Source: an optimization exercise on an open RTL-to-GDS flow (aim: small area, a short achievable clock period and few clock cycles per item). Production flows keep margins and buffers that such runs may drop. Only simulation tests tie the RTL to the original design; equivalence was not proved.

job 3161:
## triangle_tangent_frame_top
module triangle_tangent_frame_top (
    input  logic               i_clk,
    input  logic               i_rst_n,
    input  logic               i_in_valid,
    output logic               o_in_stall,
    input  logic [23:0]        i_vertex_id,
    input  logic signed [31:0] i_pos_x,
    input  logic signed [31:0] i_pos_y,
    input  logic signed [31:0] i_pos_z,
    input  logic signed [15:0] i_tex_u,
    input  logic signed [15:0] i_tex_v,
    output logic               o_out_valid,
    input  logic               i_out_stall,
    output logic [23:0]        o_out_vertex_id,
    output logic signed [15:0] o_tangent_x,
    output logic signed [15:0] o_tangent_y,
    output logic signed [15:0] o_tangent_z,
    output logic signed [15:0] o_bitangent_x,
    output logic signed [15:0] o_bitangent_y,
    output logic signed [15:0] o_bitangent_z,
    output logic               o_degenerate,
    output logic               o_last_of_triangle
);
For scale: about 21000 cells after synthesis, roughly 3200 flip-flops, about 280 I/O pins, ~220000 um2 of cells after synthesis.
clock: 10.0 ns
lec_check: 0
abc_clock_period_in_ps: 5000
cap_margin: 20
core_margin: 2
core_utilization: 50
cts_buf_list: sky130_fd_sc_hd__clkbuf_8
setup_slack_margin: 2.0
slew_margin: 20
run.sh (not shown) runs the stock make flow with config.mk's settings and CLKGATE_MAP_FILE= SYNTH_SCRIPT=/design/flow/synth_recipe.tcl, a recipe that flattens the netlist after the stock synthesis.
Testbench counts of job 3161, summed over its fixed seeds: cycles 2,872, items 320.
[inputs] job 967 vs job 3161
Settings: SETUP_SLACK_MARGIN: 2.0 -> 4.5.
==> results.txt <==
When job 967 is set beside job 3161, its detailed-route wire length turns out to be about 7.5% larger.
Job 967 vs. job 3161: buffering stage count on the worst path with inverters included went up 1, clock transition at the registers of the reported paths held, final area went up about 9%.
Job 967 finished all stages; the layout is clean.
Input changes introduced in job 8613 (baseline for comparison: job 967):
Settings: changing CORE_UTILIZATION from 50 to 45; changing SETUP_SLACK_MARGIN from 4.5 to 3.0.
==> results.txt <==
The flow did not stop early for job 8613: all stages ran, and the layout cleared the timing, DRC and antenna checks. Summary of job 8613 over job 967: clock tree buffer count of the final layout lower; relative max-transition margin rose 7.3 points; vertical die dimension has increased. Portion of the clock cycle consumed by the worst path in the final layout, job 967 and job 8613: higher on job 8613. [job 8613] final hold slack rose 0.033 ns relative to job 967. When the final numbers for job 967 and job 8613 were put side by side, the count of nets after finishing turned out to be smaller in job 8613. Compared with job 967, the detailed router inserted fewer vias in job 8613. Worst reg2reg path depth in job 8613 vs job 967: down 4.0%.
#### Input delta (job 3760 over job 8613)
Settings: swapping 45 for 50 in CORE_UTILIZATION; swapping 3.0 for 2.5 in SETUP_SLACK_MARGIN.
==> comparison <==
- Count of buffer and inverter cells on the critical path ended up 1 higher on job 3760 than on job 8613.
- Job 3760: area added between synthesis and finish is 1.8 points lower than what job 8613 reported.
- Sort job 3760 and job 8613 by number of clock buffers inserted by TritonCTS asc -> top: job 3760
- Job 3760 and job 8613 ended up with nearly the same share of the synthesized area in compound gates (AO/OA/AOI/OAI).
- Job 3760 has share of final layout cell area taken by non-clock buffers below what job 8613 had.
- Taking job 3760 over job 8613, the site row count ratio works out to 0.946.
- Global-route track usage on met3 (lower): job 8613
- Looking at core area across both flows, job 3760 is the stronger of the two, with job 8613 trailing.

========
triangle_tangent_frame_top, a different RTL version from the one above (not shown whole).
Size: ~15,000 cells after synthesis, ~2,200 flip-flops.
export LEC_CHECK = 0
export CAP_MARGIN = 20
export CORE_MARGIN = 2
export CORE_UTILIZATION = 40
export SLEW_MARGIN = 20
create_clock -name core_clock -period 10.0 [get_ports {i_clk}]
Testbench counts at the start, summed over its fixed seeds: cycles 5,424, items 320.
Rerun with:
Settings changed: ABC_CLOCK_PERIOD_IN_PS from default to 5000, SETUP_SLACK_MARGIN from default to 3.5.
After rerunning:
- wire length is higher by about 8%
- core utilization is higher by 3.2 points
- via count is higher by about 4%

==> afterwards: timing with drivers on the ports <==
No port has a modelled driver above. Below, the same layouts with a new extraction and two added sets of constraints. Step 1: set_driving_cell puts a clkbuf_16 on i_clk and a buf_2 on each other input, an assumption about the parent block. Step 2 times the ports against the registers' clock, not the clock port: input delays grow and output delays shrink by t, the midpoint of the rising clock arrivals with the driver on. Three values: no drivers, after step 1, after step 2; two values: the first two.
run	t, ns	setup WS [ns]	hold slack, ns	latest minus earliest clock arrival (ns)	worst data-port slew with drivers (ns)
job 3161	1.313	2.350 / 2.350 / 2.350	0.370 / 0.370 / 0.370	0.110 / 0.110	0.19
job 967	1.292	3.245 / 3.245 / 3.245	0.354 / 0.354 / 0.354	0.115 / 0.115	0.17
job 8613	1.324	3.150 / 3.150 / 2.872	0.387 / 0.387 / 0.387	0.115 / 0.115	0.19
job 3760	1.313	2.768 / 2.768 / 2.768	0.373 / 0.373 / 0.373	0.111 / 0.111	0.19
the first run of note 2	1.077	0.579 / 0.579 / 0.579	0.382 / 0.382 / 0.382	0.136 / 0.136	0.13
the second run of note 2	0.998	2.392 / 2.392 / 2.392	0.436 / 0.436 / 0.436	0.087 / 0.087	0.15
After both steps setup and hold are still met in every run listed. The setup slack of job 8613, which loses most, moves by 0.000 ns with the drivers and by -0.278 ns with both steps.
